Background: an optimization exercise with open tools, aiming at small area, a short achievable clock period and few clock cycles per item. Do not read the settings as production practice. Only simulation tests tie the RTL to the original design; equivalence was not proved. Power is estimated from default activity; no workload was simulated.

### constraint.sdc
create_clock -name core_clock -period 10.0 [get_ports {clk}]
set_input_delay 2.0000 -clock core_clock [delete_from_list [all_inputs] [get_ports {clk}]]
set_output_delay 2.0000 -clock core_clock [all_outputs]
set_load 0.01 [all_outputs]
### flow/run.sh
#!/bin/bash
set -euo pipefail
CTS="-sink_clustering_enable -repair_clock_nets -dont_use_dummy_load -sink_clustering_size 16 -sink_clustering_max_diameter 50 -buf_list sky130_fd_sc_hd__clkbuf_8"
bash standard.sh "CTS_ARGS=$CTS" SETUP_SLACK_MARGIN=5.7 finish > make_finish.log 2>&1
### standard.sh
#!/bin/bash
# synth_recipe.tcl (not shown) runs the flow's synth.tcl, then flattens the netlist and writes it again
# the make line also repeats each setting of config.mk as NAME=value (left out here)
make -C /OpenROAD-flow-scripts/flow DESIGN_CONFIG=/design/flow/config.mk WORK_HOME=/design/flow/orfs CLKGATE_MAP_FILE= SYNTH_SCRIPT=/design/flow/synth_recipe.tcl "${@:-finish}"
### config.mk
export PLATFORM = sky130hd
export DESIGN_NAME = bsort_engine
export DESIGN_NICKNAME = bsort_engine
export VERILOG_FILES = /design/flow/design.v
export SDC_FILE = /design/flow/constraint.sdc
export NUM_CORES = 4
export LEC_CHECK = 0
export CAP_MARGIN = 20
export CORE_MARGIN = 2
export CORE_UTILIZATION = 55
export SLEW_MARGIN = 20
### design.v
package bsort_pkg;
    localparam logic [1:0] KEY_FULL = 2'd0;
    localparam logic [1:0] KEY_R    = 2'd1;
    localparam logic [1:0] KEY_G    = 2'd2;
    localparam logic [1:0] KEY_B    = 2'd3;
endpackage
module bsort_cas
#(
    parameter int DATA_W = 24
) (
    input  logic [DATA_W-1:0] a_pix_i,
    input  logic [DATA_W-1:0] b_pix_i,
    input  logic [1:0]        key_sel_i,
    output logic              gt_o
);
    localparam int CH_W = DATA_W / 3;
    function automatic logic [1:0] cmp_ch(input logic [CH_W-1:0] a, input logic [CH_W-1:0] b);
        logic g, e;
        g = 1'b0;
        e = 1'b1;
        for (int i = CH_W - 1; i >= 0; i--) begin
            g = g | (e & a[i] & ~b[i]);
            e = e & ~(a[i] ^ b[i]);
        end
        cmp_ch = {g, e};
    endfunction
    logic g2, g1, g0, e2, e1;
    assign {g2, e2} = cmp_ch(a_pix_i[3*CH_W-1 -: CH_W], b_pix_i[3*CH_W-1 -: CH_W]);
    assign {g1, e1} = cmp_ch(a_pix_i[2*CH_W-1 -: CH_W], b_pix_i[2*CH_W-1 -: CH_W]);
    assign g0       = cmp_ch(a_pix_i[CH_W-1   -: CH_W], b_pix_i[CH_W-1   -: CH_W]) >> 1;
    assign gt_o = (key_sel_i == bsort_pkg::KEY_R) ? g2 :
                  (key_sel_i == bsort_pkg::KEY_G) ? g1 :
                  (key_sel_i == bsort_pkg::KEY_B) ? g0 :
                  (g2 | (e2 & (g1 | (e1 & g0))));
endmodule
module bsort_engine
#(
    parameter int DEPTH  = 32,
    parameter int DATA_W = 24,
    parameter int IDX_W  = $clog2(DEPTH)
) (
    input  logic              clk,
    input  logic              reset_n,
    input  logic              load,
    input  logic [DATA_W-1:0] in,
    input  logic [1:0]        key_sel,
    input  logic              descend,
    output logic              busy,
    output logic              out_valid,
    input  logic              out_ready,
    output logic [IDX_W-1:0]  image_out_index,
    output logic [DATA_W-1:0] out_data,
    output logic [1:0]        color_index,
    output logic              done
);
    localparam int               NRUN     = 4;
    localparam int               RUN_W    = $clog2(NRUN);
    localparam int               RUN_N    = DEPTH / NRUN;
    localparam int               POS_W    = IDX_W - RUN_W;       
    localparam int               CH_W     = DATA_W / 3;
    localparam int               ENT_W    = DATA_W + POS_W;
    localparam logic [IDX_W-1:0] LAST_IDX = IDX_W'(DEPTH - 1);
    logic              busy_q;
    logic [IDX_W-1:0]  ld_cnt_q;      
    logic              ins_q;         
    logic              prime_q;       
    logic              out_valid_q;
    logic              last_q;        
    logic [POS_W:0]    tk_cnt_q [NRUN];    
    logic [1:0]        key_sel_q;
    logic              descend_q;
    logic [ENT_W-1:0]        new_q;   
    logic [DATA_W+IDX_W-1:0] out_q;   
    logic [ENT_W-1:0]  ent_q [DEPTH];
    logic              accept;
    logic              pop;
    logic              fetch;
    logic              last_pop;
    logic              desc_now;
    logic [POS_W-1:0]  run_n;
    logic [NRUN-1:0]   run_ok;
    logic [NRUN-1:0]   take;
    logic [NRUN-1:0]   run_left;      
    logic [ENT_W-1:0]  head [NRUN];
    assign accept   = load && !busy_q;
    assign pop      = out_valid_q && out_ready;
    assign run_n    = new_q[POS_W-1:0];    
    assign desc_now = (ld_cnt_q == '0) ? descend : descend_q;
    assign last_pop = out_ready && last_q;    
    assign fetch    = prime_q || (pop && !last_pop);
    for (genvar r = 0; r < NRUN; r++) begin : g_run
        assign head[r]   = ent_q[DEPTH - 1 - r * RUN_N];
        assign run_ok[r] = !tk_cnt_q[r][POS_W];
        assign run_left[r] = run_ok[r] && !(take[r] && (tk_cnt_q[r][POS_W-1:0] == '1));
    end
    logic beats [NRUN][NRUN];
    for (genvar a = 0; a < NRUN; a++) begin : g_pa
        for (genvar b = a + 1; b < NRUN; b++) begin : g_pb
            logic gt;
            bsort_cas #(.DATA_W(DATA_W)) u_hc (
                .a_pix_i   (head[a][ENT_W-1 -: DATA_W]),
                .b_pix_i   (head[b][ENT_W-1 -: DATA_W]),
                .key_sel_i (key_sel_q),
                .gt_o      (gt)
            );
            assign beats[a][b] = !gt;
            assign beats[b][a] = gt;
        end
    end
    for (genvar a = 0; a < NRUN; a++) begin : g_win
        logic [NRUN-1:0] ok;
        for (genvar b = 0; b < NRUN; b++) begin : g_b
            if (a == b) begin : g_self
                assign ok[b] = run_ok[a];
            end else begin : g_other
                assign ok[b] = !run_ok[b] || beats[a][b];
            end
        end
        assign take[a] = fetch && (&ok);
    end
    always_ff @(posedge clk or negedge reset_n) begin
        if (!reset_n) begin
            busy_q      <= 1'b0;
            ld_cnt_q    <= '0;
            ins_q       <= 1'b0;
            prime_q     <= 1'b0;
            out_valid_q <= 1'b0;
            last_q      <= 1'b0;
            key_sel_q   <= bsort_pkg::KEY_FULL;
            descend_q   <= 1'b0;
            for (int r = 0; r < NRUN; r++) tk_cnt_q[r] <= '0;
        end else begin
            ins_q   <= accept;
            prime_q <= ins_q && busy_q;            
            if (accept) begin
                ld_cnt_q <= ld_cnt_q + 1'b1;
                if (ld_cnt_q == '0) begin
                    key_sel_q <= key_sel;
                    descend_q <= descend;
                end
                if (ld_cnt_q == LAST_IDX) busy_q <= 1'b1;
            end
            if (prime_q) out_valid_q <= 1'b1;
            for (int r = 0; r < NRUN; r++) begin
                if (take[r]) tk_cnt_q[r] <= tk_cnt_q[r] + 1'b1;
            end
            if (fetch) last_q <= (run_left == '0);
            if (last_pop) begin
                out_valid_q <= 1'b0;
                last_q      <= 1'b0;
                busy_q      <= 1'b0;
                for (int r = 0; r < NRUN; r++) tk_cnt_q[r] <= '0;
            end
        end
    end
    always_ff @(posedge clk) begin
        new_q <= {in ^ {DATA_W{desc_now}}, ld_cnt_q[POS_W-1:0]};    
    end
    logic [ENT_W-1:0] win;
    logic [RUN_W-1:0] win_run;
    always_comb begin
        win     = '0;
        win_run = '0;
        for (int r = 0; r < NRUN; r++) begin
            win     = win | (head[r] & {ENT_W{take[r]}});
            win_run = win_run | (RUN_W'(r) & {RUN_W{take[r]}});
        end
    end
    always_ff @(posedge clk or negedge reset_n) begin
        if (!reset_n)      out_q <= '0;
        else if (fetch)    out_q <= {win[ENT_W-1 -: DATA_W] ^ {DATA_W{descend_q}}, win_run, win[POS_W-1:0]};
        else if (last_pop) out_q <= '0;
    end
    logic [RUN_N-1:0] shift;
    for (genvar i = 0; i < RUN_N; i++) begin : g_cmp
        logic gt;
        bsort_cas #(.DATA_W(DATA_W)) u_cas (
            .a_pix_i   (ent_q[i][ENT_W-1 -: DATA_W]),
            .b_pix_i   (new_q[ENT_W-1 -: DATA_W]),
            .key_sel_i (key_sel_q),
            .gt_o      (gt)
        );
        assign shift[i] = (POS_W'(i) >= run_n) || !gt;
    end
    for (genvar i = 0; i < RUN_N; i++) begin : g_act
        logic             sel_new, sel_prev, sel_hold;
        logic [ENT_W-1:0] prev;
        if (i == 0) begin : g_first
            assign sel_new  = ins_q && shift[0];
            assign sel_prev = 1'b0;
            assign prev     = '0;
        end else begin : g_rest
            assign sel_new  = ins_q && shift[i] && !shift[i-1];
            assign sel_prev = (ins_q && shift[i-1]) || take[NRUN-1];
            assign prev     = ent_q[i-1];
        end
        assign sel_hold = !(sel_new || sel_prev);
        always_ff @(posedge clk) begin
            ent_q[i] <= ({ENT_W{sel_hold}} & ent_q[i])
                      | ({ENT_W{sel_new}}  & new_q)
                      | ({ENT_W{sel_prev}} & prev);
        end
    end
    for (genvar i = RUN_N; i < DEPTH; i++) begin : g_up
        localparam int R = NRUN - 1 - i / RUN_N;    
        logic sel_prev;
        if (i % RUN_N == 0) begin : g_bottom
            assign sel_prev = ins_q;
        end else begin : g_inner
            assign sel_prev = ins_q || take[R];
        end
        always_ff @(posedge clk) begin
            if (sel_prev) ent_q[i] <= ent_q[i-1];
        end
    end
    logic [DATA_W-1:0] out_pix;
    assign out_pix = out_q[DATA_W+IDX_W-1 -: DATA_W];
    assign busy            = busy_q;
    assign out_valid       = out_valid_q;
    assign out_data        = out_pix;
    assign image_out_index = out_q[IDX_W-1:0];
    assign color_index     = (key_sel_q == bsort_pkg::KEY_G) ? out_pix[2*CH_W-1 -: 2] :
                             (key_sel_q == bsort_pkg::KEY_B) ? out_pix[CH_W-1 -: 2] :
                                                               out_pix[DATA_W-1 -: 2];
    assign done            = last_pop;
endmodule
==> results of run 1 <==
## power breakdown
group	internal [mW]	switching [mW]	leakage, nW
sequential	6.60	1.47	9.09
combinational	2.47	3.65	5.16
clock	0.842	1.18	0.683
## Yosys cell counts (27+ instances only)
| master | number |
|---|---|
| a221o_1 | 119 |
| nand2_1 | 162 |
| nor2_1 | 66 |
| a31o_2 | 27 |
| mux2i_1 | 36 |
| xor2_1 | 60 |
| edfxtp_1 | 675 |
| o221ai_1 | 34 |
| a21oi_1 | 71 |
| nand3_1 | 55 |
| maj3_1 | 85 |
| xnor2_1 | 126 |
| clkbuf_1 | 117 |
| dfrtp_1 | 58 |
| inv_1 | 152 |
| ha_1 | 50 |
| dfxtp_1 | 216 |
| o21ai_0 | 60 |
| nor2b_1 | 75 |
| nor3_1 | 120 |
| nand2b_1 | 53 |
| buf_2 | 56 |
| nand4_1 | 62 |
| a22oi_1 | 46 |
## worst max-delay path by stage
stage / to / slack, ps / cells after the start
after floorplan: ent_q[25][0] / 5440 / 6
after CTS: done / 5540 / 3
after global placement: ent_q[17][0] / 4450 / 7
after detailed placement: ent_q[17][2] / 4280 / 7
final: done / 5630 / 3
after global routing: done / 5620 / 3
## state kept, by name (all words and copies together), names as in the netlist, named ones only
register     cells
ld_cnt_q         5
ins_q            1
tk_cnt_q        16
out_valid_q      1
out_q           29
prime_q          1
busy_q           1
key_sel_q        2
descend_q        1
last_q           1
ent_q          837
new_q           27
## cell type report
type                            instances  area (sq um)
Sequential cell                       949         26100
Clock buffer                           95          1310
Antenna cell                            1          2.50
Timing Repair Buffer                  134          1370
Tap cell                              940          1180
Multi-Input combinational cell       1635         12000
Inverter                              159           598
Fill cell                            5534         27900
## timing repair
| item | CTS | global route |
|---|---|---|
| endpoints found under the setup margin | 526 | 548 |
| gates cloned | 7 | 2 |
| resized for setup | 40 | 34 |
| pin swaps | 4 | 2 |
| setup buffers | 8 | 21 |
| hold endpoints to repair | 0 | 0 |
## per-layer routing
| layer | up-vias | track usage (%) | routed length [um] |
|---|---|---|---|
| met5 | - | 0 | 0 |
| met3 | 203 | 3.37 | 5040 |
| met1 | 11900 | 34.9 | 41100 |
| met2 | 715 | 40.6 | 43900 |
| met4 | 0 | 9.28 | 3240 |
| li1 | 11100 | - | - |
## critical path: stages
cell and delay [ps]:
buf_8 100, and2_4 140, buf_6 130
## placed cells by master (no fill, tap or decap), types with 56 or more instances in the layout
master,n
nor2b_1,75
edfxtp_1,675
o21ai_0,60
xnor2_1,126
clkbuf_8,95
a221o_1,119
dfrtp_1,56
nand2_1,160
inv_1,152
nand4_1,62
nor2_1,62
nor3_1,118
a21oi_1,69
maj3_1,85
clkdlybuf4s50_1,61
xor2_1,60
dfxtp_1,208
## cells by family after synthesis
family,share of synthesized area (%)
buffers and inverters,3.83
multiplexers,1.03
flip-flops,66.3
AO/OA/AOI/OAI,11.5
XOR/XNOR,4.15
adder cells (fa/ha/maj),4.02
AND/OR/NAND/NOR,9.18
## stage by stage
step / instances / utilization [%] / area, sq um / hold slack [ps]
global route: 3913 / 60.4 / 42500 / 352
floorplan: 2935 / - / 39300 / 392
detailed placement: 3779 / 57.7 / 40600 / 405
global placement: 3779 / 57.7 / 40600 / 400
finish: 3913 / 60.4 / 42500 / 366
CTS: 3889 / 59.9 / 42200 / 352
==> key figures, run 1 <==
Power and ir drop
  – Max VDD drop: 0.000292 V
  – Total power draw: 16.2 mW
  – Pwr Density: 381 mW/mm^2
  – Leak: 14.9 nW

Synth
  – Async S/R FF share, synth: 6.11%
  – Mapped cell area: 0.0393 sq mm
  – Synth Warn #: 10
  – Gate Count Post-Synth: 2935
  – Post-synth top area share: 51.6%
  – Cell taking the most area after synthesis: edfxtp_1
  – Syn_nets: 3016
  – Post-synth EDFFs: 675
  – Ys flop type: edfxtp_1
  – Yosys reg bits: 949
  – Top post-synthesis cells by area: edfxtp_1, dfxtp_1, dfrtp_1, a221o_1, xnor2_1
  – Register area share after synthesis: 66.3%
  – Syn Area/Cell: 13.4 sq um
  – Cell variety after synth: 86

Worst hold path
  – HP Start: ent_q[16][10]
  – Hold crit path type: reg -> reg
  – Worst Hold End: ent_q[17][10]
  – Hold Crit Depth: 0

Setup path
  – Largest fanout on the critical path: 4
  – R2R Path End: ent_q[6][13]
  – Startpoint types: input pin
  – Worst Path Arrival: 2370 ps
  – CP startpoint: out_ready
  – Worst EP required: 8000 ps
  – Worst Setup End Kind: output pin
  – R2r startpoint: ent_q[7][19]
  – Path depth of the worst reg2reg path: 14
  – Type of the worst setup path: in -> out
  – Register-to-Register Setup Slack: 5870 ps

STA
  – Tcrit/Tclk final: 43.7%
  – Hold Violations, Final: 0
  – Pins Over Slew Limit: 0
  – Final WS setup: 5630 ps
  – Min Tclk post-route: 4370 ps
  – Setup TNS after final layout: 0 ps
  – RSZ-0062 raised after global routing: yes
  – Final setup vio count: 0
  – Layout Skew: 74.0 ps
  – Slew margin rel.: 39.6%
  – Max Clk Rate: 229 MHz
  – Worst slew pin tran: 906 ps

Place
  – Gpl congestion: 0.915
  – Dpl hpwl: 61900 um
  – Pre-CTS setup slack: 4280 ps
  – Port-buffer cells: 64

Drt
  – Drt pass-1 iters: 7
  – Remaining antenna violation count: 0
  – Routed vias/inst: 6.12
  – Drt first-iter violations: 1925
  – Drt total wl: 93300 um
  – Wire per inst: 23.8 um
  – Vias post-DR: 24000
  – # DRC: 0

Global routing
  – Vias in the first global route: 23600
  – Grt total ovfl: 0
  – Initial antenna violation count: 2
  – Largest net degree at the start of global routing: 144
  – GRT Resource Usage Total: 25.1%
  – First-pass GRT wire length: 142000 um

Floorplanning
  – Boundary Pins: 65
  – Num rows: 97
  – Die area: 0.0736 sq mm
  – Core area: 0.0704 sq mm
  – Initial Util: 55.8%
  – Die W: 271 um
  – Die Y: 271 um

Clock network
  – Clock latency on the worst-skew pair: 710 ps
  – CTS Sinks: 949
  – CTS tree: built
  – CTS clk-pin slew, worst paths: 70 ps
  – Hold Buf Count CTS: 0
  – Root buffer cell: clkbuf_8
  – H-tree levels: 3
  – Num CTS Buffers: 95
  – Worst-case clock buffer depth: 3

Finish
  – Area grow syn2layout: 8.29%
  – Post-layout nets: 3055
  – Fraction of layout cells with a size suffix above 1: 9.32%

Status
  – Outcome: finished clean

Flow run
  – Maxcap violations: 0
Testbench counts, summed over its fixed seeds: cycles 12,672, images 192.
==> run 2, diff against run 1 <==
--- a/config.mk
+++ b/config.mk
@@ -9,3 +9,4 @@
 export CORE_MARGIN = 2
-export CORE_UTILIZATION = 55
+export CORE_UTILIZATION = 70
+export PLACE_DENSITY = 0.76
 export SLEW_MARGIN = 20
==> run 2 against run 1 <==
Final cell count shrank 5.8%. Clock power fell by 7%. Synthesized cell count did not move. Still clean. Via count grew 2.3%. Global-route usage up 5.8 points. Critical path depth did not move. Non-clock buffer count down 22. Sequential cell count unchanged. Die area is 21% lower. Combinational power down 3%. Critical endpoint unchanged. Worst hold slack gained 10 ps.
==> key figures, run 2 <==
Status
  – Outcome: finished clean

Finish
  – Fraction of layout cells with a size suffix above 1: 8.00% (-1.3 points)
  – Most frequent cells in the layout: edfxtp_1, dfxtp_1, nand2_1
  – Final std cells w/o fill: 3685 (-5.8%)
  – Area grow syn2layout: 6.56%
  – Commonest non-fill, non-tap cell in the layout: edfxtp_1
  – FILL cells: 3330 (-40%)
  – Post-layout nets: 3019 (-1.2%)
  – Largest register FFs: 837 (unchanged)
  – Largest Register: ent_q
  – Post-layout util: 75.7% (+15 points)
  – Regs by FF count: ent_q x837, out_q x29, new_q x27

Synth
  – Register area share after synthesis: 66.3% (unchanged)
  – Yosys reg bits: 949 (unchanged)
  – Synth Warn #: 10 (unchanged)
  – Gate Count Post-Synth: 2935 (unchanged)
  – Syn_nets: 3016 (unchanged)
  – Most common cell in the netlist: edfxtp_1
  – Post-synth top area share: 51.6% (unchanged)
  – Ys flop type: edfxtp_1
  – Syn Area/Cell: 13.4 sq um (unchanged)
  – Post-synth EDFFs: 675 (unchanged)
  – Synth cell count leaders: edfxtp_1, dfxtp_1, nand2_1
  – Cell taking the most area after synthesis: edfxtp_1
  – Mapped cell area: 0.0393 sq mm (unchanged)
  – Async S/R FF share, synth: 6.11% (unchanged)
  – Top post-synthesis cells by area: edfxtp_1, dfxtp_1, dfrtp_1, a221o_1, xnor2_1
  – Cell variety after synth: 86 (unchanged)

Drt
  – Wire per inst: 24.3 um (+2.0%)
  – Remaining antenna violation count: 0 (unchanged)
  – Drt pass-1 iters: 6 (-1)
  – Drt total wl: 89600 um (-3.9%)
  – Drt first-iter violations: 2115 (+9.9%)
  – # DRC: 0 (unchanged)
  – Routed vias/inst: 6.65 (+8.6%)
  – Vias post-DR: 24500 (+2.3%)

Place
  – Port-buffer cells: 64 (unchanged)
  – Inst Count DP: 3585 (-5.1%)
  – Dpl hpwl: 60000 um (-3.0%)
  – Gpl congestion: 0.940 (+2.7%)

STA
  – Worst slew pin tran: 949 ps (+42.9 ps)
  – RSZ-0062 raised after global routing: yes
  – Pins Over Slew Limit: 0 (unchanged)
  – Final setup vio count: 0 (unchanged)
  – Slew margin rel.: 36.2% (-3.4 points)
  – Max Clk Rate: 230 MHz (+0.52%)
  – Setup TNS after final layout: 0 ps (unchanged)
  – Min Tclk post-route: 4350 ps (-22.5 ps)
  – Hold Violations, Final: 0 (unchanged)
  – Layout Skew: 68.8 ps (-5.15 ps)
  – Tcrit/Tclk final: 43.5% (-0.22 points)

Setup path
  – WP buf/inv: 2 (unchanged)
  – Cell Chain, Critical Path: buf_8 -> and2_4 -> buf_6
  – Slowest cell on crit path: and2_4
  – Worst EP required: 8000 ps (about the same)
  – Worst Setup End Kind: output pin
  – Top delay family on crit path: buffers and inverters
  – Startpoint types: input pin
  – Largest fanout on the critical path: 2 (-2)
  – Type of the worst setup path: in -> out
  – CP max stage delay: 140 ps (about the same)
  – Worst Path Arrival: 2350 ps (-20 ps)

Floorplanning
  – Die Y: 241 um (-11%)
  – Num rows: 86 (-11%)
  – Die area: 0.0580 sq mm (-21%)
  – Die W: 241 um (-11%)
  – Boundary Pins: 65 (unchanged)
  – Core area: 0.0553 sq mm (-21%)
  – Initial Util: 71.0% (+15 points)

Clock network
  – CTS clk-pin slew, worst paths: 90 ps (+20 ps)
  – Root buffer cell: clkbuf_8
  – CTS tree: built
  – H-tree levels: 3 (unchanged)
  – Worst-case clock buffer depth: 3 (unchanged)
  – Clock latency on the worst-skew pair: 720 ps (about the same)
  – Num CTS Buffers: 82 (-14%)
  – CTS Sinks: 949 (unchanged)

Global routing
  – First-pass GRT wire length: 135000 um (-4.7%)
  – Grt total ovfl: 0 (unchanged)
  – Largest net degree at the start of global routing: 83 (-42%)
  – GRT Resource Usage Total: 30.9% (+5.8 points)
  – Initial antenna violation count: 2 (unchanged)
  – Vias in the first global route: 23900 (+1.0%)

Power and ir drop
  – Pwr Density: 382 mW/mm^2 (+0.27%)
  – Max VDD drop: 0.000334 V (+14%)
  – Leak: 14.7 nW (-1.5%)

Worst hold path
  – Hold crit path type: reg -> reg

Flow run
  – Maxcap violations: 0 (unchanged)
## run 2: path summary, 6_finish.rpt
kind | slack, ps | start | cells after the start | endpoint
setup / recovery | 5650 | out_ready | 3 | done
hold / removal | 380 | ent_q[14][13] | 0 | ent_q[15][13]
setup reg to reg | 5770 | new_q[26] | 11 | ent_q[7][4]
hold reg to reg | 380 | ent_q[14][13] | 0 | ent_q[15][13]
max in group asynchronous | 7870 | reset_n | 2 | out_q[21]
min in group asynchronous | 1470 | reset_n | 2 | out_q[5]
## run 2: metrics by stage
step,hold slack (ps),power [mW],area [sq um],worst slack (ps)
after floorplan,392,11.9,39300,5440
after CTS,366,15.8,41600,5550
after global placement,400,13.5,40300,4480
after global routing,366,16.9,41900,5650
after detailed placement,405,13.8,40300,4310
final,376,16.0,41900,5650
## run 2: logic make-up (layout without fill, tap and decap cells)
kind of cell               after synthesis  in the layout  share of synthesized area [%]
xor gates and xnor gates               186            186                           4.15
buffers and inverters                  358            353                           3.83
adders and majority gates              144            144                           4.02
AOI/OAI and AO/OA                      572            572                           11.5
other                                    0              1                              0
muxes                                   40             40                           1.03
DFF                                    949            949                           66.3
and+or+nand+nor                        686            692                           9.18
## run 2: what timing repair did
item | CTS | global route
pin swaps | 3 | 3
gates cloned | 5 | 1
gates resized for setup | 47 | 35
hold buffers | 0 | 0
buffers inserted | 2 | 9
setup endpoints to repair | 590 | 631
## run 2: worst reg2reg max path, stage by stage, from the launching register on
cell      delay (ps)
dfxtp_1          470
inv_1            240
ha_1             360
nand3_1          120
nor4_1           840
and3_1           320
and3_1           160
a41oi_1           90
a211oi_4         330
buf_4            620
o21ai_0          210
a221o_1          340
## run 2: cell type report
cell class / instances / area [sq um] / area share [%]
Inverter: 159 / 603 / 1.44
Timing Repair Buffer: 112 / 1130 / 2.69
Sequential cell: 949 / 26100 / 62.3
Antenna cell: 1 / 2.50 / 0.00598
Multi-Input combinational cell: 1634 / 12000 / 28.7
Clock buffer: 82 / 1130 / 2.70
Tap cell: 748 / 936 / 2.24
## run 2: power by group
group	switching [mW]	total, mW	internal (mW)
clock	1.15	1.88	0.732
sequential	1.59	8.19	6.61
combinational	3.53	5.93	2.40
## run 2: per-layer routing
metal  vias up  track usage (%)  wire (um)
li1      11000                -          -
met1     12100             41.8      36900
met2      1084             49.4      42300
met3       281             4.80       6010
met4         2             15.1       4450
met5         -                0         13
==> run 3, diff against run 2 <==
==> flow/run.sh (replaced) <==
#!/bin/bash
set -euo pipefail
CTS="-sink_clustering_enable -repair_clock_nets -dont_use_dummy_load -sink_clustering_size 16 -sink_clustering_max_diameter 50 -buf_list sky130_fd_sc_hd__clkbuf_8"
bash standard.sh "CTS_ARGS=$CTS" "BUFFER_PORTS_ARGS=-inputs -outputs -buffer_cell sky130_fd_sc_hd__buf_1" SETUP_SLACK_MARGIN=5.8 finish > make_finish.log 2>&1
==> run 3 against run 2 <==
Sequential cell count is the same. Synthesized cell count did not move. Design area fell by 0.60%. Total power grew 0.35%. Worst hold slack lost 14 ps. Largest cell class unchanged. Count of clock-buffer cells in the layout fell by 1. Area after synthesis unchanged. Critical endpoint unchanged.
==> key figures, run 3 <==
Floorplanning
  – Num rows: 86 (unchanged)
  – Initial Util: 71.0% (unchanged)
  – Die Y: 241 um (unchanged)
  – Boundary Pins: 65 (unchanged)
  – Die W: 241 um (unchanged)
  – Die area: 0.0580 sq mm (unchanged)
  – Core area: 0.0553 sq mm (unchanged)

STA
  – Setup TNS after final layout: 0 ps (unchanged)
  – Final setup vio count: 0 (unchanged)
  – Layout Skew: 75.9 ps (+7.10 ps)
  – Max Clk Rate: 229 MHz (-0.30%)
  – Min Tclk post-route: 4360 ps (+12.9 ps)
  – Pins Over Slew Limit: 0 (unchanged)
  – Slew margin rel.: 41.4% (+5.2 points)
  – Hold Violations, Final: 0 (unchanged)
  – Tcrit/Tclk final: 43.6% (+0.13 points)
  – Worst slew pin tran: 879 ps (-69.4 ps)
  – RSZ-0062 raised after global routing: yes

Drt
  – Remaining antenna violation count: 0 (unchanged)
  – Vias post-DR: 24700 (+0.71%)
  – Routed vias/inst: 6.69 (+0.66%)
  – Drt total wl: 92100 um (+2.7%)
  – # DRC: 0 (unchanged)
  – Wire per inst: 25.0 um (+2.7%)
  – Drt first-iter violations: 2509 (+19%)
  – Drt pass-1 iters: 8 (+2)

Global routing
  – M1 GR Usage: 43.2% (+1.4 points)
  – First-pass GRT wire length: 138000 um (+2.3%)
  – GRT Resource Usage Total: 31.6% (+0.70 points)
  – M2 GR Usage: 50.3% (+0.93 points)
  – Grt total ovfl: 0 (unchanged)
  – Vias in the first global route: 24200 (+1.4%)
  – Initial antenna violation count: 3 (+1)
  – Met3 Use GR: 4.48% (-0.32 points)
  – Largest net degree at the start of global routing: 85 (+2.4%)
  – Busiest grt layer: met2

Finish
  – Largest register FFs: 837 (unchanged)
  – Commonest non-fill, non-tap cell in the layout: edfxtp_1
  – Area of the multi-input gates: 0.0120 sq mm (+0.39%)
  – Post-layout nets: 3021 (+0.066%)
  – Largest Register: ent_q
  – Fraction of layout cells with a size suffix above 1: 8.34% (+0.33 points)
  – Regs by FF count: ent_q x837, out_q x29, new_q x27
  – Final std cells w/o fill: 3687 (+0.054%)
  – Post-layout util: 75.2% (-0.46 points)
  – Fin area: 0.0416 sq mm (-0.60%)
  – Register area: 0.0261 sq mm (about the same)
  – Most frequent cells in the layout: edfxtp_1, dfxtp_1, nand2_1
  – FILL cells: 3457 (+3.8%)
  – Area grow syn2layout: 5.92%

Clock network
  – CTS tree: built
  – CTS clk-pin slew, worst paths: 90 ps (about the same)
  – CTS Sinks: 949 (unchanged)
  – Num CTS Buffers: 81 (-1.2%)
  – Hold Buf Count CTS: 0 (unchanged)
  – H-tree levels: 3 (unchanged)
  – Clock latency on the worst-skew pair: 690 ps (-30 ps)
  – Root buffer cell: clkbuf_8
  – Worst-case clock buffer depth: 3 (unchanged)

Synth
  – Yosys reg bits: 949 (unchanged)
  – Mapped cell area: 0.0393 sq mm (unchanged)
  – Register area share after synthesis: 66.3% (unchanged)
  – Async S/R FF share, synth: 6.11% (unchanged)
  – Syn_nets: 3016 (unchanged)
  – Synth Warn #: 10 (unchanged)
  – Post-synth EDFFs: 675 (unchanged)
  – Syn Area/Cell: 13.4 sq um (unchanged)
  – Top post-synthesis cells by area: edfxtp_1, dfxtp_1, dfrtp_1, a221o_1, xnor2_1
  – Cell taking the most area after synthesis: edfxtp_1
  – Post-synth top area share: 51.6% (unchanged)
  – Gate Count Post-Synth: 2935 (unchanged)
  – Synth cell count leaders: edfxtp_1, dfxtp_1, nand2_1
  – Most common cell in the netlist: edfxtp_1
  – Ys flop type: edfxtp_1
  – Cell variety after synth: 86 (unchanged)

Setup path
  – Worst Setup End Kind: output pin
  – Worst EP required: 8000 ps (about the same)
  – Startpoint types: input pin
  – Largest fanout on the critical path: 2 (unchanged)
  – Worst Path Arrival: 2360 ps (about the same)
  – Type of the worst setup path: in -> out

Flow run
  – Maxcap violations: 0 (unchanged)

Power and ir drop
  – Total power draw: 16.1 mW (+0.35%)
  – Leak: 14.6 nW (-0.77%)
  – Pwr Density: 386 mW/mm^2 (+0.96%)
  – Max VDD drop: 0.000387 V (+16%)

Status
  – Outcome: finished clean

Worst hold path
  – Hold crit path type: reg -> reg

Place
  – Inst Count DP: 3581 (-0.11%)
  – Gpl congestion: 0.945 (+0.59%)
  – Dpl hpwl: 60300 um (+0.48%)
  – Port-buffer cells: 64 (unchanged)
  – Placed Area: 0.0399 sq mm (-1.0%)
run 3: cell counts after synthesis:
Identical to the previous run, type by type.
run 3: through the flow:
stage	setup WS, ps	hold WS [ps]
6_report	5640	362
4_1_cts	5630	356
3_5_place_dp	4520	405
3_3_place_gp	4630	400
5_1_grt	5630	357
2_1_floorplan	5440	392
run 3: path summary, 6_finish.rpt:
| path | startpoint | to | slack [ps] | cells past startpoint |
|---|---|---|---|---|
| max reg2reg | ent_q[7][26] | ent_q[6][20] | 5910 | 16 |
| max | out_ready | done | 5640 | 3 |
| min | ent_q[12][26] | ent_q[13][26] | 360 | 0 |
| min reg2reg | ent_q[12][26] | ent_q[13][26] | 360 | 0 |
| max in group asynchronous | reset_n | out_q[18] | 7840 | 2 |
| min in group asynchronous | reset_n | out_q[5] | 1510 | 2 |
run 3: kinds of logic after synthesis:
group | Yosys count | share of synthesized area (%)
flip-flops | 949 | 66.3
AND/OR/NAND/NOR | 686 | 9.18
AO/OA/AOI/OAI | 572 | 11.5
buffers and inverters | 358 | 3.83
XOR/XNOR | 186 | 4.15
adder cells (fa/ha/maj) | 144 | 4.02
multiplexers | 40 | 1.03
run 3: worst max-delay path: stages:
cell,delay (ps)
buf_8,100
and2_4,150
buf_6,120
run 3: cell type report:
type,instances,area share [%]
multi-input cells,1637,28.9
repair buffers,112,2.00
clock buffers,81,2.68
flip-flops and latches,949,62.7
diodes,1,0.00602
inverters,159,1.46
well taps,748,2.25
run 3: metal layers:
layer  share of wire (%)  routed length [um]
met5                   0                   0
met4                 4.9                4520
met3                 7.9                7260
met2                  47               43300
met1                  40               37000
run 3: where the power goes:
group	internal, mW	switching (mW)
clock	0.725	1.15
combinational	2.36	3.63
sequential	6.61	1.59
run 3: repair_timing:
| action | CTS | global route |
|---|---|---|
| resized for setup | 50 | 34 |
| setup endpoints to repair | 678 | 556 |
| pin swaps | 4 | 6 |
| buffers inserted | 3 | 8 |
| cloned | 9 | 4 |
==> run 4, diff against run 3 <==
==> run.sh (new file) <==
#!/bin/bash
# synth_recipe.tcl (not shown) runs the flow's synth.tcl, then flattens the netlist and writes it again
# the make line also repeats each setting of config.mk as NAME=value (left out here)
make -C /OpenROAD-flow-scripts/flow DESIGN_CONFIG=/design/flow/config.mk WORK_HOME=/design/flow/orfs CLKGATE_MAP_FILE= SYNTH_SCRIPT=/design/flow/synth_recipe.tcl finish
--- a/config.mk
+++ b/config.mk
@@ -10,3 +10,7 @@
 export CORE_UTILIZATION = 70
+export CTS_BUF_LIST = sky130_fd_sc_hd__clkbuf_8
+export CTS_CLUSTER_DIAMETER = 50
+export CTS_CLUSTER_SIZE = 16
 export PLACE_DENSITY = 0.76
+export SETUP_SLACK_MARGIN = 5
 export SLEW_MARGIN = 20
removed: flow/run.sh
removed: standard.sh
==> run 4 against run 3 <==
Still clean. Sequential power is 1% lower. Critical path depth stayed put. Die area stayed put. Design area is 1.2% higher. Clock skew is 29 ps lower. Synthesized cell count stayed put. Total power is 0.23% higher. Sequential share of layout area is 0.77 points lower. Register-to-register slack worse by 640 ps. First-iteration DRC count is 6.0% higher. Critical path type unchanged.
==> key figures, run 4 <==
Worst hold path
  – Hold crit path type: reg -> reg
  – Hold Crit Depth: 0 (unchanged)

Clock network
  – Root buffer cell: clkbuf_8
  – CTS clk-pin slew, worst paths: 110 ps (+20 ps)
  – CTS tree: built
  – CTS Sinks: 949 (unchanged)
  – H-tree levels: 3 (unchanged)
  – Num CTS Buffers: 81 (unchanged)
  – Setup bufs post-CTS: 0 (-3)
  – Worst-case clock buffer depth: 3 (unchanged)
  – Clock latency on the worst-skew pair: 730 ps (+40 ps)

Drt
  – Drt first-iter violations: 2660 (+6.0%)
  – Drt total wl: 85500 um (-7.2%)
  – Routed vias/inst: 6.50 (-2.8%)
  – Remaining antenna violation count: 0 (unchanged)
  – Wire per inst: 22.8 um (-8.6%)
  – Drt pass-1 iters: 5 (-3)
  – Vias post-DR: 24300 (-1.3%)
  – # DRC: 0 (unchanged)

Power and ir drop
  – Pwr Density: 382 mW/mm^2 (-0.94%)
  – Leak: 15.0 nW (+2.5%)
  – Max VDD drop: 0.000318 V (-18%)

Synth
  – Async S/R FF share, synth: 6.11% (unchanged)
  – Post-synth top area share: 51.6% (unchanged)
  – Synth cell count leaders: edfxtp_1, dfxtp_1, nand2_1
  – Ys flop type: edfxtp_1
  – Register area share after synthesis: 66.3% (unchanged)
  – Compound-Gate Fraction of Synth Area: 11.5% (unchanged)
  – Cell variety after synth: 86 (unchanged)
  – Cell taking the most area after synthesis: edfxtp_1
  – Post-synthesis adder-cell area fraction: 4.02% (unchanged)
  – Syn_nets: 3016 (unchanged)
  – Xor-xnor portion of the synthesized cell area: 4.15% (unchanged)
  – Top post-synthesis cells by area: edfxtp_1, dfxtp_1, dfrtp_1, a221o_1, xnor2_1
  – Post-Synth Simple-Gate Area: 9.18% (unchanged)
  – Most common cell in the netlist: edfxtp_1
  – Post-synth EDFFs: 675 (unchanged)
  – Synth Warn #: 10 (unchanged)
  – Largest family of logic cells by synthesized area: compound AO/OA/AOI/OAI gates
  – Mapped cell area: 0.0393 sq mm (unchanged)
  – Post-synthesis mux area share: 1.03% (unchanged)
  – Yosys reg bits: 949 (unchanged)
  – Gate Count Post-Synth: 2935 (unchanged)
  – Syn Area/Cell: 13.4 sq um (unchanged)

Setup path
  – WP buf/inv: 2 (unchanged)
  – Worst Path Arrival: 2870 ps (+510 ps)
  – Type of the worst setup path: in -> out
  – Largest fanout on the critical path: 3 (+1)
  – CP max stage delay: 540 ps (+390 ps)
  – Path depth of the worst reg2reg path: 13 (-3)
  – Slowest cell on crit path: clkdlybuf4s50_1
  – Startpoint types: input pin
  – Worst Setup End Kind: output pin
  – Crit path depth: 3 (unchanged)
  – Worst EP required: 8000 ps (about the same)
  – Top delay family on crit path: buffers and inverters
  – Cell Chain, Critical Path: clkbuf_2 -> and2_1 -> clkdlybuf4s50_1

Finish
  – Regs by FF count: ent_q x837, out_q x29, new_q x27
  – Area grow syn2layout: 7.17%
  – Most frequent cells in the layout: edfxtp_1, dfxtp_1, inv_1
  – Commonest non-fill, non-tap cell in the layout: edfxtp_1
  – Fraction of layout cells with a size suffix above 1: 7.91% (-0.43 points)
  – Post-layout nets: 3010 (-0.36%)
  – Ant. Diodes: 0 (-1)
  – Largest register FFs: 837 (unchanged)
  – FILL cells: 3409 (-1.4%)
  – Largest Register: ent_q

Place
  – Port-buffer cells: 64 (unchanged)
  – Dpl hpwl: 58400 um (-3.1%)
  – Gpl congestion: 0.954 (+0.90%)

Global routing
  – First-pass GRT wire length: 132000 um (-4.3%)
  – Grt total ovfl: 0 (unchanged)
  – Vias in the first global route: 23800 (-1.4%)
  – Largest net degree at the start of global routing: 89 (+4.7%)
  – GRT Resource Usage Total: 29.8% (-1.7 points)
  – Initial antenna violation count: 0 (-3)

STA
  – Final setup vio count: 0 (unchanged)
  – Worst hold slack: 401 ps (+39.4 ps)
  – Setup TNS after final layout: 0 ps (unchanged)
  – Hold Violations, Final: 0 (unchanged)
  – Max Clk Rate: 205 MHz (-10%)
  – Worst slew pin tran: 1190 ps (+308 ps)
  – Layout Skew: 46.9 ps (-29.0 ps)
  – Min Tclk post-route: 4870 ps (+504 ps)
  – Tcrit/Tclk final: 48.7% (+5.0 points)
  – RSZ-0062 raised after global routing: yes
  – Slew margin rel.: 20.9% (-21 points)
  – Pins Over Slew Limit: 0 (unchanged)

Floorplanning
  – Die Y: 241 um (unchanged)
  – Boundary Pins: 65 (unchanged)
  – Die W: 241 um (unchanged)
  – Num rows: 86 (unchanged)
  – Die area: 0.0580 sq mm (unchanged)
  – Core area: 0.0553 sq mm (unchanged)
  – Initial Util: 71.0% (unchanged)

Flow run
  – Maxcap violations: 0 (unchanged)

Status
  – Outcome: finished clean
run 4: kinds of logic (layout without fill, tap and decap cells):
logic type | Yosys count | in the layout
AO/OA/AOI/OAI | 572 | 573
XOR/XNOR | 186 | 186
adder cells (fa/ha/maj) | 144 | 144
buffers and inverters | 358 | 415
flip-flops | 949 | 949
multiplexers | 40 | 40
AND/OR/NAND/NOR | 686 | 689
run 4: path summary, 6_finish.rpt:
check | startpoint | end | slack (ps)
setup / recovery | out_ready | done | 5130
max in group asynchronous | reset_n | ins_q | 7800
setup reg to reg | ent_q[23][23] | ent_q[6][22] | 5270
hold / removal | ent_q[20][1] | ent_q[21][1] | 400
hold reg to reg | ent_q[20][1] | ent_q[21][1] | 400
min in group asynchronous | reset_n | out_q[10] | 1510
run 4: per-layer routing:
layer | vias to the layer above | global-route usage (%) | share of wire [%]
met5 | - | 0 | 0
met4 | 0 | 14.9 | 5.2
met3 | 271 | 4.52 | 6.3
met2 | 1005 | 47.7 | 47
met1 | 12000 | 40.4 | 41
li1 | 11100 | - | -
run 4: layout make-up:
cell class              instances  area (sq um)  area share (%)
flip-flops and latches        949         26000            61.9
multi-input cells            1632         11900            28.2
clock buffers                  86          1180            2.81
repair buffers                106           971            2.31
well taps                     748           936            2.22
inverters                     159           597            1.42
clock inverters                64           505            1.20
run 4: worst reg2reg max path, cell delays in order (launching register included):
cell,delay (ps)
edfxtp_1,570
xor2_1,230
nor4_1,450
nand2_1,140
nor3_1,530
o31ai_1,160
a21o_1,260
a2111oi_4,420
buf_8,370
buf_4,410
nand2b_1,170
buf_4,360
nor2_4,190
a221o_1,340
run 4: stage by stage:
stage	area, sq um	power, mW	std cells	worst slack, ps	util [%]
after floorplan	39300	11.9	2935	5040	-
after global placement	40300	13.4	3589	4270	72.9
after detailed placement	40300	13.8	3589	4130	72.9
after CTS	42000	16.1	3741	5000	76.0
after global routing	42100	17.0	3744	5000	76.1
final	42100	16.1	3744	5130	76.1
run 4: power by group:
group	switching, mW	internal (mW)	total, mW
Sequential	1.46	6.60	8.07
Combinational	3.47	2.29	5.77
Clock	1.31	0.948	2.26
run 4: timing repair:
item | 4_1_cts | 5_1_grt
gates resized for setup | 6 | 7
endpoints found under the hold margin | 0 | 0
pin swaps | 2 | 1
hold buffers | 0 | 0
setup endpoints to repair | 241 | 283
gates cloned | 2 | 2
==> run 5, diff against run 4 <==
==> flow/run.sh (new file) <==
#!/bin/bash
set -euo pipefail
CTS="-sink_clustering_enable -repair_clock_nets -dont_use_dummy_load -sink_clustering_size 24 -sink_clustering_max_diameter 35 -buf_list sky130_fd_sc_hd__clkbuf_8"
bash standard.sh "CTS_ARGS=$CTS" "BUFFER_PORTS_ARGS=-inputs -outputs -buffer_cell sky130_fd_sc_hd__buf_1" SETUP_SLACK_MARGIN=5.7 finish > make_finish.log 2>&1
==> standard.sh (new file) <==
#!/bin/bash
# synth_recipe.tcl (not shown) runs the flow's synth.tcl, then flattens the netlist and writes it again
# the make line also repeats each setting of config.mk as NAME=value (left out here)
make -C /OpenROAD-flow-scripts/flow DESIGN_CONFIG=/design/flow/config.mk WORK_HOME=/design/flow/orfs CLKGATE_MAP_FILE= SYNTH_SCRIPT=/design/flow/synth_recipe.tcl "${@:-finish}"
--- a/config.mk
+++ b/config.mk
@@ -10,7 +10,3 @@
 export CORE_UTILIZATION = 70
-export CTS_BUF_LIST = sky130_fd_sc_hd__clkbuf_8
-export CTS_CLUSTER_DIAMETER = 50
-export CTS_CLUSTER_SIZE = 16
 export PLACE_DENSITY = 0.76
-export SETUP_SLACK_MARGIN = 5
 export SLEW_MARGIN = 20
removed: run.sh
==> run 5 against run 4 <==
Still clean. Utilization decreased by 0.059 points. Count of clock-buffer cells in the layout grew 35. Design area about the same. Critical path type unchanged. Largest power group unchanged.
==> key figures, run 5 <==
Place
  – Pre-CTS setup slack: 4520 ps (+385 ps)
  – Port-buffer cells: 64 (unchanged)
  – Gpl congestion: 0.945 (-0.89%)
  – Placed Area: 0.0399 sq mm (-1.0%)
  – Dpl hpwl: 60300 um (+3.2%)
  – Inst Count DP: 3581 (-0.22%)

Clock network
  – Clock latency on the worst-skew pair: 760 ps (+30 ps)
  – Worst-case clock buffer depth: 3 (unchanged)
  – CTS Sinks: 949 (unchanged)
  – Hold Buf Count CTS: 0 (unchanged)
  – CTS tree: built
  – H-tree levels: 3 (unchanged)
  – CTS clk-pin slew, worst paths: 80 ps (-30 ps)
  – Num CTS Buffers: 121 (+49%)
  – Root buffer cell: clkbuf_8

Synth
  – Post-synth EDFFs: 675 (unchanged)
  – Async S/R FF share, synth: 6.11% (unchanged)
  – Yosys reg bits: 949 (unchanged)
  – Mapped cell area: 0.0393 sq mm (unchanged)
  – Syn Area/Cell: 13.4 sq um (unchanged)
  – Most common cell in the netlist: edfxtp_1
  – Register area share after synthesis: 66.3% (unchanged)
  – Cell taking the most area after synthesis: edfxtp_1
  – Cell variety after synth: 86 (unchanged)
  – Ys flop type: edfxtp_1
  – Top post-synthesis cells by area: edfxtp_1, dfxtp_1, dfrtp_1, a221o_1, xnor2_1
  – Synth cell count leaders: edfxtp_1, dfxtp_1, nand2_1
  – Gate Count Post-Synth: 2935 (unchanged)
  – Syn_nets: 3016 (unchanged)
  – Post-synth top area share: 51.6% (unchanged)
  – Synth Warn #: 10 (unchanged)

Floorplanning
  – Die W: 241 um (unchanged)
  – Initial Util: 71.0% (unchanged)
  – Core area: 0.0553 sq mm (unchanged)
  – Die area: 0.0580 sq mm (unchanged)
  – Boundary Pins: 65 (unchanged)
  – Die Y: 241 um (unchanged)
  – Num rows: 86 (unchanged)

Finish
  – Most frequent cells in the layout: edfxtp_1, dfxtp_1, nand2_1
  – Commonest non-fill, non-tap cell in the layout: edfxtp_1
  – Fraction of layout cells with a size suffix above 1: 9.21% (+1.3 points)
  – Final std cells w/o fill: 3725 (-0.51%)
  – Largest register FFs: 837 (unchanged)
  – Fin area: 0.0421 sq mm (about the same)
  – Largest Register: ent_q
  – Post-layout util: 76.0% (about the same)
  – FILL cells: 3385 (-0.70%)
  – Post-layout nets: 3059 (+1.6%)
  – Regs by FF count: ent_q x837, out_q x29, new_q x27
  – Area grow syn2layout: 7.09% (about the same)

Setup path
  – Path depth of the worst reg2reg path: 13 (unchanged)
  – Worst Setup End Kind: output pin
  – Worst Path Arrival: 2370 ps (-500 ps)
  – Worst EP required: 8000 ps (about the same)
  – Startpoint types: input pin
  – Largest fanout on the critical path: 2 (-1)
  – Type of the worst setup path: in -> out

Worst hold path
  – Hold Crit Depth: 0 (unchanged)
  – Hold crit path type: reg -> reg

Global routing
  – GRT Resource Usage Total: 31.8% (+2.0 points)
  – Largest net degree at the start of global routing: 85 (-4.5%)
  – Vias in the first global route: 24600 (+3.3%)
  – Initial antenna violation count: 3 (+3)
  – First-pass GRT wire length: 139000 um (+5.2%)
  – Grt total ovfl: 0 (unchanged)

STA
  – Hold Violations, Final: 0 (unchanged)
  – Max Clk Rate: 229 MHz (+11%)
  – Layout Skew: 98.1 ps (+51.2 ps)
  – Pins Over Slew Limit: 0 (unchanged)
  – Worst slew pin tran: 900 ps (-287 ps)
  – RSZ-0062 raised after global routing: yes
  – Final setup vio count: 0 (unchanged)
  – Tcrit/Tclk final: 43.7% (-5.0 points)
  – Worst hold slack: 348 ps (-52.7 ps)
  – Min Tclk post-route: 4370 ps (-500 ps)
  – Final WS setup: 5630 ps (+500 ps)
  – Slew margin rel.: 40.0% (+19 points)
  – Setup TNS after final layout: 0 ps (unchanged)

Drt
  – Drt total wl: 92800 um (+8.6%)
  – # DRC: 0 (unchanged)
  – Drt first-iter violations: 2500 (-6.0%)
  – Remaining antenna violation count: 0 (unchanged)
  – Vias post-DR: 24900 (+2.1%)
  – Drt pass-1 iters: 6 (+1)
  – Wire per inst: 24.9 um (+9.1%)
  – Routed vias/inst: 6.67 (+2.6%)

Power and ir drop
  – Total power draw: 16.4 mW (+2.0%)
  – Pwr Density: 390 mW/mm^2 (+2.1%)
  – Leak: 14.8 nW (-0.70%)
  – Max VDD drop: 0.000329 V (+3.6%)

Status
  – Outcome: finished clean

Flow run
  – Maxcap violations: 0 (unchanged)
## run 5: cell types whose count changed in the layout (fill, tap and decap cells not counted), moves of 6 or more
cell | previous run | this run
buf_1 | 0 | 61
buf_4 | 38 | 32
buf_6 | 1 | 7
clkbuf_8 | 87 | 121
clkdlybuf4s50_1 | 62 | 0
clkinv_4 | 6 | 0
dfxtp_1 | 216 | 207
dfxtp_2 | 0 | 9
inv_1 | 179 | 152
inv_6 | 10 | 0
## run 5: layout make-up
cell class | instances | area [sq um] | share of cell area (%)
Sequential cell | 949 | 26100 | 62.0
Timing Repair Buffer | 111 | 806 | 1.92
Inverter | 159 | 599 | 1.42
Multi-Input combinational cell | 1636 | 12000 | 28.5
Antenna cell | 1 | 2.50 | 0.00595
Clock buffer | 121 | 1670 | 3.96
Tap cell | 748 | 936 | 2.23
## run 5: cells by family after synthesis
family / count (synthesis) / share of synthesized area [%]
AO/OA/AOI/OAI: 572 / 11.5
XOR/XNOR: 186 / 4.15
adder cells (fa/ha/maj): 144 / 4.02
buffers and inverters: 358 / 3.83
flip-flops: 949 / 66.3
multiplexers: 40 / 1.03
AND/OR/NAND/NOR: 686 / 9.18
## run 5: power by group
| part | total [mW] | internal (mW) | switching (mW) | leakage, nW |
|---|---|---|---|---|
| registers | 8.20 | 6.62 | 1.59 | 9.09 |
| logic | 5.93 | 2.33 | 3.60 | 4.89 |
| clock network | 2.29 | 1.06 | 1.23 | 0.870 |
| total | 16.4 | 10.0 | 6.42 | 14.8 |
## run 5: critical path, cell delays in order
cell    delay [ps]
buf_8          100
and2_4         150
buf_6          120
## run 5: routing by layer
layer / up-vias / track usage (%) / wire length (um)
li1: 11100 / - / -
met1: 12300 / 42.7 / 37500
met2: 1169 / 50.3 / 43600
met3: 279 / 5.14 / 6940
met4: 0 / 17.4 / 4720
met5: - / 0 / 0
## run 5: worst paths after layout
path / from / end / slack (ps)
setup / recovery: out_ready / done / 5630
hold / removal: ent_q[24][19] / ent_q[25][19] / 350
setup reg to reg: ent_q[7][19] / ent_q[6][14] / 5830
hold reg to reg: ent_q[24][19] / ent_q[25][19] / 350
max in group asynchronous: reset_n / out_q[18] / 7870
min in group asynchronous: reset_n / out_q[10] / 1460
## run 5: timing repair
item | CTS | global route
setup buffers | 3 | 7
gates resized for setup | 44 | 24
endpoints found under the setup margin | 647 | 579
gates cloned | 7 | 5
pin swaps | 4 | 4
==> run 6, diff against run 5 <==
==> flow/run.sh (replaced) <==
#!/bin/bash
set -euo pipefail
CTS="-sink_clustering_enable -repair_clock_nets -dont_use_dummy_load -sink_clustering_size 20 -sink_clustering_max_diameter 40 -buf_list sky130_fd_sc_hd__clkbuf_8"
bash standard.sh "CTS_ARGS=$CTS" "BUFFER_PORTS_ARGS=-inputs -outputs -buffer_cell sky130_fd_sc_hd__buf_1" SETUP_SLACK_MARGIN=5.7 finish > make_finish.log 2>&1
==> run 6 against run 5 <==
Still clean. Fmax about the same. Design area decreased by 0.33%. First-iteration DRC count increased by 2.0%. Synthesized cell count unchanged. Non-clock buffer count unchanged. Register-to-register slack got worse by 70 ps. Worst setup slack about the same. Worst hold slack got worse by 10 ps. Die area unchanged. Largest power group unchanged.
==> key figures, run 6 <==
Floorplanning
  – Core area: 0.0553 sq mm (unchanged)
  – Initial Util: 71.0% (unchanged)
  – Num rows: 86 (unchanged)
  – Die area: 0.0580 sq mm (unchanged)
  – Die W: 241 um (unchanged)
  – Die Y: 241 um (unchanged)
  – Boundary Pins: 65 (unchanged)

Global routing
  – First-pass GRT wire length: 139000 um (+0.11%)
  – Largest net degree at the start of global routing: 85 (unchanged)
  – Vias in the first global route: 24500 (-0.45%)
  – GRT Resource Usage Total: 31.8% (+0.049 points)
  – Grt total ovfl: 0 (unchanged)
  – Initial antenna violation count: 2 (-1)

Setup path
  – Slowest cell on crit path: and2_4
  – Cell Chain, Critical Path: buf_8 -> and2_4 -> buf_6
  – Worst EP required: 8000 ps (about the same)
  – Type of the worst setup path: in -> out
  – Worst Setup End Kind: output pin
  – Startpoint types: input pin
  – CP max stage delay: 150 ps (about the same)
  – Worst Path Arrival: 2370 ps (about the same)
  – Largest fanout on the critical path: 2 (unchanged)

Drt
  – Remaining antenna violation count: 0 (unchanged)
  – Routed vias/inst: 6.67 (about the same)
  – DR WL met2: 43600 um (+0.15%)
  – Met3 wire len: 7160 um (+3.2%)
  – Vias post-DR: 24800 (-0.32%)
  – Wire per inst: 24.9 um (+0.10%)
  – Drt first-iter violations: 2550 (+2.0%)
  – Drt pass-1 iters: 6 (unchanged)
  – # DRC: 0 (unchanged)
  – Met1 wire length: 37200 um (-0.77%)
  – Top layer in use: met4
  – Drt total wl: 92600 um (-0.22%)

STA
  – RSZ-0062 raised after global routing: yes
  – Hold Violations, Final: 0 (unchanged)
  – Slew margin rel.: 39.7% (-0.34 points)
  – Pins Over Slew Limit: 0 (unchanged)
  – Tcrit/Tclk final: 43.7% (about the same)
  – Layout Skew: 110 ps (+12.3 ps)
  – Final setup vio count: 0 (unchanged)
  – Setup TNS after final layout: 0 ps (unchanged)
  – Worst slew pin tran: 905 ps (+5.17 ps)
  – Final WS setup: 5630 ps (-0.430 ps)
  – Min Tclk post-route: 4370 ps (+0.430 ps)
  – Max Clk Rate: 229 MHz (about the same)
  – Worst hold slack: 338 ps (-10.1 ps)

Power and ir drop
  – Max VDD drop: 0.000321 V (-2.5%)
  – Total power draw: 16.3 mW (-0.66%)
  – Leak: 14.8 nW (-0.51%)
  – Pwr Density: 389 mW/mm^2 (-0.33%)

Clock network
  – Worst-case clock buffer depth: 3 (unchanged)
  – Root buffer cell: clkbuf_8
  – Clock latency on the worst-skew pair: 760 ps (about the same)
  – CTS Sinks: 949 (unchanged)
  – H-tree levels: 3 (unchanged)
  – CTS tree: built
  – Hold Buf Count CTS: 0 (unchanged)
  – CTS clk-pin slew, worst paths: 90 ps (about the same)
  – Num CTS Buffers: 110 (-9.1%)

Flow run
  – Maxcap violations: 0 (unchanged)

Synth
  – Async S/R FF share, synth: 6.11% (unchanged)
  – Ys flop type: edfxtp_1
  – Gate Count Post-Synth: 2935 (unchanged)
  – Register area share after synthesis: 66.3% (unchanged)
  – Post-synth EDFFs: 675 (unchanged)
  – Cell taking the most area after synthesis: edfxtp_1
  – Syn Area/Cell: 13.4 sq um (unchanged)
  – Yosys reg bits: 949 (unchanged)
  – Cell variety after synth: 86 (unchanged)
  – Synth cell count leaders: edfxtp_1, dfxtp_1, nand2_1
  – Syn_nets: 3016 (unchanged)
  – Post-synth top area share: 51.6% (unchanged)
  – Mapped cell area: 0.0393 sq mm (unchanged)
  – Top post-synthesis cells by area: edfxtp_1, dfxtp_1, dfrtp_1, a221o_1, xnor2_1
  – Synth Warn #: 10 (unchanged)
  – Most common cell in the netlist: edfxtp_1

Finish
  – FILL cells: 3413 (+0.83%)
  – Most frequent cells in the layout: edfxtp_1, dfxtp_1, nand2_1
  – Commonest non-fill, non-tap cell in the layout: edfxtp_1
  – Fraction of layout cells with a size suffix above 1: 8.84% (-0.37 points)
  – Largest register FFs: 837 (unchanged)
  – Regs by FF count: ent_q x837, out_q x29, new_q x27
  – Area grow syn2layout: 6.73%
  – Post-layout nets: 3047 (-0.39%)
  – Largest Register: ent_q
  – Fin area: 0.0419 sq mm (-0.33%)

Place
  – Pre-CTS setup slack: 4520 ps (unchanged)
  – Placed Area: 0.0399 sq mm (unchanged)
  – Port-buffer cells: 64 (unchanged)
  – Dpl hpwl: 60300 um (unchanged)
  – Gpl congestion: 0.945 (unchanged)

Worst hold path
  – Hold crit path type: reg -> reg

Status
  – Outcome: finished clean
[run 6: cell counts after synthesis]
Identical to the previous run, type by type.
[run 6: cell type report]
type / instances / area, sq um / share of cell area [%]
Antenna cell: 1 / 2.50 / 0.00597
Inverter: 159 / 599 / 1.43
Clock buffer: 110 / 1510 / 3.61
Tap cell: 748 / 936 / 2.23
Multi-Input combinational cell: 1635 / 12000 / 28.6
Timing Repair Buffer: 111 / 821 / 1.96
Sequential cell: 949 / 26100 / 62.2
[run 6: per-layer routing]
| layer | global-route usage (%) | vias up |
|---|---|---|
| met4 | 16.8 | 0 |
| met5 | 0 | - |
| met1 | 43.0 | 12200 |
| li1 | - | 11100 |
| met3 | 4.43 | 274 |
| met2 | 50.9 | 1234 |
[run 6: path summary, 6_finish.rpt]
kind                                    start  slack [ps]  depth (start not counted)            end
max in group asynchronous             reset_n        7890                          2      out_q[24]
worst max-delay path                out_ready        5630                          3           done
worst max register to register   ent_q[7][25]        5760                          9  ent_q[31][22]
min in group asynchronous             reset_n        1450                          2       out_q[3]
worst min register to register  ent_q[17][16]         340                          0  ent_q[18][16]
worst min-delay path            ent_q[17][16]         340                          0  ent_q[18][16]
[run 6: repair_timing]
action | CTS | global route
gates resized for setup | 48 | 21
pin swaps | 4 | 3
buffers inserted | 3 | 7
cloned | 7 | 4
setup endpoints to repair | 648 | 462
[run 6: cells by family (layout without fill, tap and decap cells)]
logic type      Yosys count  count (layout)  synth area share [%]
flops                   949             949                  66.3
simple gates            686             693                  9.18
compound gates          572             572                  11.5
buf+inv                 358             380                  3.83
xor+xnor                186             186                  4.15
fa+ha+maj               144             144                  4.02
mux                      40              40                  1.03
other cells               0               1                     0
[run 6: power by group]
part,internal [mW],switching [mW]
Clock,0.968,1.21
Combinational,2.33,3.60
Sequential,6.61,1.59
[run 6: metrics by stage]
stage | utilization [%] | std cells
2_1_floorplan | - | 2935
6_report | 75.8 | 3713
4_1_cts | 75.4 | 3701
5_1_grt | 75.8 | 3713
3_5_place_dp | 72.1 | 3581
3_3_place_gp | 72.1 | 3581
[run 6: critical path, delay by kind of cell]
family                 cells  cell delay (ps)
buffers and inverters      2              220
and+or+nand+nor            1              150
==> run 7, diff against run 6 <==
==> flow/run.sh (replaced) <==
#!/bin/bash
set -euo pipefail
CTS="-sink_clustering_enable -repair_clock_nets -dont_use_dummy_load -sink_clustering_size 16 -sink_clustering_max_diameter 50 -buf_list sky130_fd_sc_hd__clkbuf_8"
bash standard.sh "CTS_ARGS=$CTS" "BUFFER_PORTS_ARGS=-inputs -outputs -buffer_cell sky130_fd_sc_hd__buf_1" SETUP_SLACK_MARGIN=5.7 finish > make_finish.log 2>&1
==> run 7 against run 6 <==
Count of clock-buffer cells in the layout down 29. Register-to-register slack better by 30 ps. Final cell count down 0.89%. Worst setup slack about the same. Via count down 0.50%.
==> key figures, run 7 <==
Status
  – Outcome: finished clean

Global routing
  – First-pass GRT wire length: 138000 um (-0.92%)
  – GRT Resource Usage Total: 31.5% (-0.33 points)
  – Largest net degree at the start of global routing: 85 (unchanged)
  – Grt total ovfl: 0 (unchanged)
  – Initial antenna violation count: 3 (+1)
  – Vias in the first global route: 24200 (-1.3%)

Synth
  – Syn Area/Cell: 13.4 sq um (unchanged)
  – Async S/R FF share, synth: 6.11% (unchanged)
  – Ys flop type: edfxtp_1
  – Cell variety after synth: 86 (unchanged)
  – Syn_nets: 3016 (unchanged)
  – Register area share after synthesis: 66.3% (unchanged)
  – Synth Warn #: 10 (unchanged)
  – Yosys reg bits: 949 (unchanged)
  – Cell taking the most area after synthesis: edfxtp_1
  – Post-synth EDFFs: 675 (unchanged)
  – Synth cell count leaders: edfxtp_1, dfxtp_1, nand2_1
  – Gate Count Post-Synth: 2935 (unchanged)
  – Mapped cell area: 0.0393 sq mm (unchanged)
  – Top post-synthesis cells by area: edfxtp_1, dfxtp_1, dfrtp_1, a221o_1, xnor2_1
  – Most common cell in the netlist: edfxtp_1
  – Post-synth top area share: 51.6% (unchanged)

Floorplanning
  – Die area: 0.0580 sq mm (unchanged)
  – Die Y: 241 um (unchanged)
  – Core area: 0.0553 sq mm (unchanged)
  – Initial Util: 71.0% (unchanged)
  – Die W: 241 um (unchanged)
  – Num rows: 86 (unchanged)
  – Boundary Pins: 65 (unchanged)

Drt
  – Wire per inst: 24.9 um (-0.23%)
  – Vias post-DR: 24600 (-0.50%)
  – Drt pass-1 iters: 9 (+3)
  – Drt total wl: 91500 um (-1.1%)
  – # DRC: 0 (unchanged)
  – Drt first-iter violations: 2613 (+2.5%)
  – Routed vias/inst: 6.70 (+0.40%)
  – Remaining antenna violation count: 0 (unchanged)

Clock network
  – CTS tree: built
  – Num CTS Buffers: 81 (-26%)
  – CTS clk-pin slew, worst paths: 80 ps (about the same)
  – Worst-case clock buffer depth: 3 (unchanged)
  – Clock latency on the worst-skew pair: 700 ps (-60 ps)
  – CTS Sinks: 949 (unchanged)
  – Root buffer cell: clkbuf_8
  – H-tree levels: 3 (unchanged)
  – Hold Buf Count CTS: 0 (unchanged)

Worst hold path
  – Hold crit path type: reg -> reg
  – Hold Crit Depth: 0 (unchanged)

Place
  – Dpl hpwl: 60300 um (unchanged)
  – Port-buffer cells: 64 (unchanged)
  – Pre-CTS setup slack: 4520 ps (unchanged)
  – Gpl congestion: 0.945 (unchanged)

Finish
  – Commonest non-fill, non-tap cell in the layout: edfxtp_1
  – Area grow syn2layout: 5.46%
  – Most frequent cells in the layout: edfxtp_1, dfxtp_1, nand2_1
  – Regs by FF count: ent_q x837, out_q x29, new_q x27
  – Largest Register: ent_q
  – Post-layout nets: 3013 (-1.1%)
  – Fraction of layout cells with a size suffix above 1: 7.78% (-1.1 points)
  – Post-layout util: 74.9% (-0.90 points)
  – Largest register FFs: 837 (unchanged)

Setup path
  – Largest fanout on the critical path: 2 (unchanged)
  – Worst Path Arrival: 2370 ps (about the same)
  – Worst EP required: 8000 ps (about the same)
  – Worst Setup End Kind: output pin
  – Path depth of the worst reg2reg path: 12 (+3)
  – Startpoint types: input pin
  – Type of the worst setup path: in -> out

STA
  – RSZ-0062 raised after global routing: yes
  – Min Tclk post-route: 4370 ps (-0.250 ps)
  – Final setup vio count: 0 (unchanged)
  – Hold Violations, Final: 0 (unchanged)
  – Slew margin rel.: 35.7% (-3.9 points)
  – Final WS setup: 5630 ps (+0.250 ps)
  – Tcrit/Tclk final: 43.7% (about the same)
  – Setup TNS after final layout: 0 ps (unchanged)
  – Max Clk Rate: 229 MHz (about the same)
  – Worst hold slack: 369 ps (+30.8 ps)
  – Worst slew pin tran: 963 ps (+58.1 ps)
  – Layout Skew: 79.0 ps (-31.5 ps)
  – Pins Over Slew Limit: 0 (unchanged)

Power and ir drop
  – Gate power share: 36.8% (+0.4 points)
  – Seq pwr share: 51.4% (+1.1 points)
  – P_sw: 6.31 mW (-1.4%)
  – Pwr Density: 385 mW/mm^2 (-1.1%)
  – Leak: 14.5 nW (-1.8%)
  – Switching share of total power: 39.6% (+0.37 points)
  – Max VDD drop: 0.000295 V (-8.2%)
  – Clk network pwr share: 11.8% (-1.6 points)
  – Int Pwr: 9.63 mW (-2.9%)

Flow run
  – Maxcap violations: 0 (unchanged)
==> run 7: cell counts after synthesis <==
Identical to the previous run, type by type.
==> run 7: cell type report <==
cell class,count,area (sq um)
well taps,748,936
fillers,3480,13900
inverters,159,599
diodes,2,5.00
repair buffers,105,727
clock buffers,81,1110
flip-flops and latches,949,26100
multi-input cells,1636,12000
==> run 7: worst paths after layout <==
kind	end	from	slack, ps
max reg2reg	out_q[28]	ent_q[7][19]	5790
min reg2reg	ent_q[13][26]	ent_q[12][26]	370
min	ent_q[13][26]	ent_q[12][26]	370
max	done	out_ready	5630
min in group asynchronous	out_q[10]	reset_n	1490
max in group asynchronous	out_q[24]	reset_n	7840
==> run 7: worst max-delay path, cell delays in order <==
cell and delay (ps):
buf_8 100, and2_4 150, buf_6 120
==> run 7: power by group through the flow <==
stage | Combinational [mW] | Clock, mW | Sequential, mW
2_1_floorplan | 4.60 | 0 | 7.34
3_3_place_gp | 5.34 | 0 | 8.09
3_5_place_dp | 5.57 | 0 | 8.21
4_1_cts | 5.73 | 1.90 | 8.14
5_1_grt | 6.37 | 2.06 | 8.37
6_report | 5.87 | 1.88 | 8.19
==> run 7: repair_timing <==
item	4_1_cts	5_1_grt
gates resized for setup	42	22
setup endpoints to repair	646	607
setup buffers	3	3
gates cloned	7	3
pin swaps	4	3
==> run 7: metal layers <==
layer / track usage (%) / vias to the layer above / routed length, um
met1: 43.2 / 12200 / 37200
li1: - / 11000 / -
met4: 15.5 / 0 / 4460
met3: 4.47 / 270 / 6890
met2: 50.1 / 1196 / 43000
met5: 0 / - / 0
==> run 7: per-stage QoR <==
stage / power, mW / std cells / cell area, sq um
after floorplan: 11.9 / 2935 / 39300
after global placement: 13.4 / 3581 / 39900
after detailed placement: 13.8 / 3581 / 39900
after CTS: 15.8 / 3672 / 41300
after global routing: 16.8 / 3679 / 41400
final: 15.9 / 3680 / 41400
==> run 7: logic make-up after synthesis <==
kind of cell | share of synthesized area, %
AO/OA/AOI/OAI | 11.5
buffers and inverters | 3.83
AND/OR/NAND/NOR | 9.18
adder cells (fa/ha/maj) | 4.02
XOR/XNOR | 4.15
multiplexers | 1.03
flip-flops | 66.3

## re-timing with driven ports
How much do the figures lean on ideal ports? The routed layouts below were timed once more, with nothing changed but the port constraints. Step 1 assumes that a clkbuf_16 drives the clock port and a buf_2 every other input. Step 2, shift: input delay + t, output delay - t, t = (earliest + latest rising clock arrival at the registers) / 2. This alone moves slack from input paths to output paths. Three values: no drivers, after step 1, after step 2; two values: the first two.
run	t, ns	slack for setup (ns)	worst setup path after step 2	clock arrival spread, ns
run 1	0.739	5.627 / 5.534 / 5.490	input to register	0.074 / 0.074
run 2	0.740	5.650 / 5.586 / 5.533	input to register	0.069 / 0.069
run 3	0.712	5.637 / 5.556 / 5.556	input to output	0.076 / 0.076
run 4	0.756	5.133 / 5.104 / 4.999	input to register	0.047 / 0.047
run 5	0.769	5.632 / 5.545 / 5.545	input to output	0.098 / 0.098
run 6	0.761	5.632 / 5.548 / 5.491	input to register	0.110 / 0.110
run 7	0.717	5.632 / 5.550 / 5.455	input to register	0.079 / 0.079
After both steps every run listed still meets setup and hold. The setup slack of run 7, which loses most, moves by -0.082 ns with the drivers and by -0.177 ns with both steps.
